Background: an optimization exercise with open tools, aiming at small area and a short achievable clock period. Do not read the settings as production practice. At most, simulation tests tie the RTL to the original design; equivalence was not proved. No activity file was given, so power comes from the tool's default toggle rates.

// lrm_sample_feeder
module lrm_sample_feeder #(
    parameter int unsigned DEPTH     = 64,
    parameter int unsigned RES_DEPTH = 8
) (
    input  logic                 CLK,
    input  logic                 RESET_N,
    input  logic                 START,
    input  logic                 WR_EN,
    input  logic [lrm_pkg::SAMPLE_W-1:0]  WR_DATA,
    output logic                 FULL,
    input  logic                 LRM_READY,
    output logic [lrm_pkg::DATA_W-1:0]    LRM_XI,
    output logic [lrm_pkg::DATA_W-1:0]    LRM_YI,
    output logic                 LRM_PREDICT,
    output logic                 LRM_VALID,
    input  logic                 LRM_DONE,
    input  logic [lrm_pkg::DATA_W-1:0]    LRM_YP,
    input  logic [lrm_pkg::DATA_W-1:0]    LRM_A,
    input  logic [lrm_pkg::DATA_W-1:0]    LRM_B,
    input  logic                 RD_EN,
    output logic [lrm_pkg::RESULT_W-1:0]  RD_DATA,
    output logic                 RES_EMPTY,
    output logic [lrm_pkg::DATA_W-1:0]    TRAIN_CNT,
    output logic [lrm_pkg::DATA_W-1:0]    OUTSTANDING,
    output logic [lrm_pkg::CYCLE_W-1:0]   CYCLES,
    output logic                 BUSY,
    output logic                 FINISHED,
    output logic                 ERR
);
For scale: roughly 1,600 flip-flops, roughly 140 I/O pins, about 56,000 um2 of cells after synthesis.
export LEC_CHECK = 0
export CAP_MARGIN = 20
export CORE_MARGIN = 2
export CORE_UTILIZATION = 45
export CTS_CLUSTER_DIAMETER = 120
export CTS_CLUSTER_SIZE = 25
export PLACE_DENSITY = 0.65
export SETUP_SLACK_MARGIN = 2.7
export SLEW_MARGIN = 20
export TNS_END_PERCENT = 100
create_clock -name core_clock -period 5.0 [get_ports {CLK}]
standard.sh (not shown) runs the stock make flow with config.mk's settings and CLKGATE_MAP_FILE= SYNTH_SCRIPT=/design/flow/synth_recipe.tcl, a recipe that flattens the netlist after the stock synthesis.
==> flow/flow/run.sh <==
#!/bin/bash
# The standard layout with three changes: plain buffers (buf_2) on the ports
# instead of the delay buffer buffer_ports picks by default, and timing repair
# free to change a cell's footprint while it resizes.
set -euo pipefail
bash standard.sh BUFFER_PORTS_ARGS="-buffer_cell sky130_fd_sc_hd__buf_2" MATCH_CELL_FOOTPRINT=0 finish > standard_flow.log 2>&1
Rerun with:
--- a/flow/config.mk
+++ b/flow/config.mk
@@ -8,8 +8,8 @@
 export CAP_MARGIN = 20
 export CORE_MARGIN = 2
-export CORE_UTILIZATION = 45
+export CORE_UTILIZATION = 50
 export CTS_CLUSTER_DIAMETER = 120
 export CTS_CLUSTER_SIZE = 25
-export PLACE_DENSITY = 0.65
+export PLACE_DENSITY = 0.7
 export SETUP_SLACK_MARGIN = 2.7
 export SLEW_MARGIN = 20
Clock power drops slightly.
Worst setup slack gets worse by 0.0043 ns.
Die area drops by roughly a tenth.
Total power drops slightly.
Clock skew climbs by 0.011 ns.
Final area drops slightly.
Area after synthesis stays the same.
Maximum frequency stays flat.
Non-clock buffer count stays the same.
Wire length drops by a few percent.

---

lrm_sample_feeder, a different RTL version from the one above (not shown whole).
Size: ~1500 flip-flops, ~140 I/O pins.
export LEC_CHECK = 0
export CAP_MARGIN = 20
export CORE_MARGIN = 2
export CORE_UTILIZATION = 40
export PLACE_DENSITY = 0.6
export SETUP_SLACK_MARGIN = 2.7
export SLEW_MARGIN = 20
export TNS_END_PERCENT = 100
create_clock -name core_clock -period 5.0 [get_ports {CLK}]
Scripts as last shown in full above: flow/flow/run.sh
Rerun with:
==> flow/flow/run.sh (replaced) <==
#!/bin/bash
# The standard layout, with the port buffers made from plain buffers
# (buf_2) instead of the delay buffer buffer_ports picks by default.
set -euo pipefail
bash standard.sh BUFFER_PORTS_ARGS="-buffer_cell sky130_fd_sc_hd__buf_2" finish > standard_flow.log 2>&1
--- a/flow/config.mk
+++ b/flow/config.mk
@@ -10,5 +10,5 @@
 export CORE_UTILIZATION = 40
 export PLACE_DENSITY = 0.6
-export SETUP_SLACK_MARGIN = 2.7
+export SETUP_SLACK_MARGIN = 2.5
 export SLEW_MARGIN = 20
-export TNS_END_PERCENT = 100
+export TNS_END_PERCENT = 10
What happened:
- The new run completed with no timing, DRC or antenna violations
- area after synthesis is unchanged
- total power fell by 3.4%
- via count fell by 1.8%
- final area fell by 5.3%
- critical path depth fell by 3
Rerun with:
==> flow/flow/run.sh (replaced) <==
#!/bin/bash
# The standard layout with three changes: plain buffers (buf_2) on the ports
# instead of the delay buffer buffer_ports picks by default, and timing repair
# free to change a cell's footprint while it resizes.
set -euo pipefail
bash standard.sh BUFFER_PORTS_ARGS="-buffer_cell sky130_fd_sc_hd__buf_2" MATCH_CELL_FOOTPRINT=0 finish > standard_flow.log 2>&1
--- a/flow/config.mk
+++ b/flow/config.mk
@@ -8,7 +8,7 @@
 export CAP_MARGIN = 20
 export CORE_MARGIN = 2
-export CORE_UTILIZATION = 40
-export PLACE_DENSITY = 0.6
-export SETUP_SLACK_MARGIN = 2.5
+export CORE_UTILIZATION = 55
+export PLACE_DENSITY = 0.75
+export SETUP_SLACK_MARGIN = 2.7
 export SLEW_MARGIN = 20
-export TNS_END_PERCENT = 10
+export TNS_END_PERCENT = 100
Clock-buffer cell count goes down by 5.
Global-route usage goes up by 9.9 points.
Area after synthesis does not change.
Fmax goes up by 12%.
Via count goes up by 5.4%.
Routed wire length goes down by 2.2%.
Power goes up by 1.3%.
Clock skew goes down by 12 ps.
Final cell count goes down by 6.0%.
Sequential power is about the same.
Synthesized cell count stays the same.
Function was not checked in any run of this note: the RTL went through the layout flow alone.

[afterwards: timing with drivers on the ports]
In the flow no input, the clock included, has a driving cell. The finished layouts below were timed again as built, in two steps.
Step 1: set_driving_cell puts a clkbuf_16 on CLK and a buf_2 on each other input, an assumption about the parent block.
Step 2, shift: input delay + t, output delay - t, t = (earliest + latest rising clock arrival at the registers) / 2. This alone moves slack from input paths to output paths.
a / b / c = ideal ports / drivers / drivers and shift; a / b = the first two.
| run | t (ns) | slack for setup (ns) | worst setup path at the end | pins driven straight from the clock port |
|---|---|---|---|---|
| the first run of note 1 | 0.736 | 2.685 / 2.615 / 2.161 | input to register | 1 |
| the second run of note 1 | 0.742 | 2.681 / 2.611 / 2.065 | input to register | 1 |
| the first run of note 2 | 0.863 | 2.470 / 2.470 / 1.870 | input to register | 1 |
| the second run of note 2 | 0.851 | 2.099 / 2.099 / 1.619 | input to register | 1 |
| the third run of note 2 | 0.821 | 2.407 / 2.407 / 1.798 | input to register | 1 |
After both steps setup and hold are still met in every run listed. The setup slack of the second run of note 1, which loses most, moves by -0.070 ns with the drivers and by -0.616 ns with both steps.
